What follows belongs to an exercise in optimizing a design on an open flow for small area; a production flow would make more cautious choices.
Only simulation tests tie the RTL to the original design; equivalence was not proved.
Power is estimated from default activity; no workload was simulated.

==> module beat_sequencer, before the edit <==
module beat_sequencer (
    input  logic                 clk,
    input  logic                 rst,
    input  logic                 enable,
    input  logic                 load,
    input  logic                 load_all,
    input  beep_pkg::digit_t     wtop,
    input  beep_pkg::digit_t     wlow,
    input  logic                 any_q,
    input  logic [2:0]           speed_choose,
    output logic                 tone_on,
    output logic                 playing
);
    logic        run;       
    logic [31:0] ring;
    logic [3:0]  cur;       
    logic        seek;      
    logic        more;      
    logic        fill;      
    logic        all;       
    logic [2:0]  sym;       
    logic [1:0]  ph;        
    logic [7:0]  sym_ge;    
    logic [5:0]  cnt;       
    logic        fast;
    logic        mid;
    logic [3:0]  cand;      
    logic        take;      
    logic        gap;
    logic        long_end;  
    logic        ph_end;
    logic        dig_end;
    logic        beat_end;
    assign sym_ge   = {2'b00, sym[2] & !sym[1], sym[2] & !sym[0], sym[2], sym[1] | sym[2], sym[0] | sym[2], 1'b1};
    assign gap      = sym_ge[5];
    assign long_end = gap ? !(cur == 4'd2) : cur[3] ^ sym_ge[cur[2:0]];
    assign ph_end   = long_end ? ph[1] : ph[0];
    assign dig_end  = beat_end && gap && ph_end;
    assign beat_end = &cnt[3:0] && (fast || (cnt[4] && (mid || cnt[5])));
    always_comb begin
        if (load)
            cand = load_all ? wtop : wlow;
        else if (fill)
            cand = all ? wtop : 4'h0;
        else
            cand = ring[31:28];
    end
    assign take = (load || seek || dig_end) && cand != 4'h0;
    assign playing = run;
    assign tone_on = run && !gap && !ph_end;
    always_ff @(posedge clk or posedge rst) begin
        if (rst) begin
            run <= 1'b0;
        end else if (!enable) begin
            run <= 1'b0;
        end else if (load) begin
            run <= any_q;
        end else if (dig_end && !more) begin
            run <= 1'b0;
        end
    end
    always_ff @(posedge clk) begin
        ring <= {ring[27:0], take ? 4'h0 : cand};
        seek <= (load || seek || dig_end) && !take;
        if (take)
            more <= 1'b0;
        else if (cand != 4'h0)
            more <= 1'b1;
        if (take)
            cur <= cand;
        if (load) begin
            fill <= 1'b1;
            all  <= load_all;
            sym  <= '0;
            ph   <= '0;
            cnt  <= '0;
            fast <= speed_choose == 3'b001;
            mid  <= speed_choose == 3'b010;
        end else begin
            if (cnt[2:0] == 3'd6)
                fill <= 1'b0;
            cnt <= cnt + 1'b1;
            if (beat_end) begin
                if (ph_end) begin
                    ph  <= '0;
                    sym <= dig_end ? '0 : {sym[1:0], !sym[2]};
                end else begin
                    ph <= {ph[0], 1'b1};
                end
            end
        end
    end
endmodule
clock: 10.0 ns
lec_check: 0
cap_margin: 20
core_margin: 2
core_utilization: 70
cts_buf_list: sky130_fd_sc_hd__clkbuf_4
slew_margin: 20
standard.sh (not shown) runs the stock make flow with config.mk's settings and CLKGATE_MAP_FILE= SYNTH_SCRIPT=/design/flow/synth_recipe.tcl, a recipe that flattens the netlist after the stock synthesis.
==> flow/flow/run.sh <==
#!/bin/bash
# Layout flow: the standard flow with
#  - an area-oriented ABC script in synthesis (flip-flops unchanged),
#  - buf_1 port buffers,
#  - clock tree synthesis without dummy loads.
# Each step's full output goes to a log file in the work folder.
set -euo pipefail
export FLOW_WORK_DIR=$PWD
export FLOW_FLOW_DIR=$PWD/flow
bash standard.sh synth SYNTH_SCRIPT=$FLOW_FLOW_DIR/synth_area.tcl > synth.log 2>&1
bash standard.sh finish SYNTH_SCRIPT=$FLOW_FLOW_DIR/synth_area.tcl \
  "BUFFER_PORTS_ARGS=-buffer_cell sky130_fd_sc_hd__buf_1" \
  "CTS_ARGS=-sink_clustering_enable -repair_clock_nets -dont_use_dummy_load -buf_list sky130_fd_sc_hd__clkbuf_8" \
  > layout.log 2>&1
==> flow/flow/area.script <==
strash
&get -n
&fraig -x
&put
scorr
dc2
strash
&get -n
&dch -f
&nf -R 1000
&put
==> flow/flow/synth_area.tcl <==
# The standard flow's synthesis (synth_recipe.tcl in the work folder) with one change: ABC maps the
# combinational logic with an area-oriented script (flow/area.script) and no delay target.
# The flip-flops are mapped before ABC runs, so they are the standard synthesis's.
proc abc {args} {
  set out {}
  set skip 0
  foreach a $args {
    if {$skip} { set skip 0; continue }
    if {$a eq "-script" || $a eq "-D"} { set skip 1; continue }
    lappend out $a
  }
  yosys abc -script $::env(FLOW_FLOW_DIR)/area.script {*}$out
}
source $::env(FLOW_WORK_DIR)/synth_recipe.tcl
The baseline finished clean.
Then changed:
--- a/flow/design.v
+++ b/flow/design.v
@@ -113,46 +113,45 @@
     input  logic                 any_q,
     input  logic [2:0]           speed_choose,
     output logic                 tone_on,
     output logic                 playing
 );
     logic        run;       
-    logic [31:0] ring;
-    logic [3:0]  cur;       
-    logic        seek;      
-    logic        more;      
+    logic [31:0] slots;
     logic        fill;      
     logic        all;       
     logic [2:0]  sym;       
     logic [1:0]  ph;        
     logic [7:0]  sym_ge;    
     logic [5:0]  cnt;       
     logic        fast;
     logic        mid;
-    logic [3:0]  cand;      
-    logic        take;      
+    logic [3:0]  code;
+    logic [3:0]  in;
     logic        gap;
     logic        long_end;  
     logic        ph_end;
     logic        dig_end;
     logic        beat_end;
+    logic        more;      
+    assign code     = slots[31:28];
+    assign more     = slots[27:0] != '0;
     assign sym_ge   = {2'b00, sym[2] & !sym[1], sym[2] & !sym[0], sym[2], sym[1] | sym[2], sym[0] | sym[2], 1'b1};
     assign gap      = sym_ge[5];
-    assign long_end = gap ? !(cur == 4'd2) : cur[3] ^ sym_ge[cur[2:0]];
+    assign long_end = gap ? !(code == 4'd2) : code[3] ^ sym_ge[code[2:0]];
     assign ph_end   = long_end ? ph[1] : ph[0];
     assign dig_end  = beat_end && gap && ph_end;
     assign beat_end = &cnt[3:0] && (fast || (cnt[4] && (mid || cnt[5])));
     always_comb begin
         if (load)
-            cand = load_all ? wtop : wlow;
-        else if (fill)
-            cand = all ? wtop : 4'h0;
+            in = load_all ? wtop : wlow;
+        else if (fill && all)
+            in = wtop;
         else
-            cand = ring[31:28];
+            in = '0;
     end
-    assign take = (load || seek || dig_end) && cand != 4'h0;
     assign playing = run;
     assign tone_on = run && !gap && !ph_end;
     always_ff @(posedge clk or posedge rst) begin
         if (rst) begin
             run <= 1'b0;
         end else if (!enable) begin
@@ -161,20 +160,14 @@
             run <= any_q;
         end else if (dig_end && !more) begin
             run <= 1'b0;
         end
     end
     always_ff @(posedge clk) begin
-        ring <= {ring[27:0], take ? 4'h0 : cand};
-        seek <= (load || seek || dig_end) && !take;
-        if (take)
-            more <= 1'b0;
-        else if (cand != 4'h0)
-            more <= 1'b1;
-        if (take)
-            cur <= cand;
+        if (load || fill || code[2:0] == '0 || dig_end)
+            slots <= {slots[27:0], in};
         if (load) begin
             fill <= 1'b1;
             all  <= load_all;
             sym  <= '0;
             ph   <= '0;
             cnt  <= '0;
=> The new run finished with timing, DRC and antenna clean. Worst hold slack degrades by 0.0049 ns. Utilization grows by 0.82 points. Flip-flop and latch count shrinks by 6. Combinational power grows by a quarter to a third. Cell count shrinks by a few percent. First-iteration DRC count shrinks by about a fifth. Synthesized area grows by a few percent. Cell area grows by a few percent. Critical path depth shrinks by 2.

## static timing again, ports no longer ideal
The results above use ideal ports. As a check the final layouts listed here were re-extracted and re-timed, cells and wires unchanged. Step 1, drivers: a clkbuf_16 drives clk and a buf_2 each remaining input, both assumed. Step 2 times the ports against the registers' clock, not the clock port: input delays grow and output delays shrink by t, the midpoint of the rising clock arrivals with the driver on. Three values: no drivers, after step 1, after step 2; two values: the first two.
run | t (ns) | setup slack, ns | cell pins on the clock port's net
the first run | 0.382 | 6.370 / 6.377 / 5.996 | 1
the second run | 0.373 | 6.278 / 6.285 / 5.912 | 1
After both steps setup and hold are still met in every run listed. For the first run, which loses most, drivers alone change the setup slack by +0.007 ns; drivers and shift together by -0.374 ns.
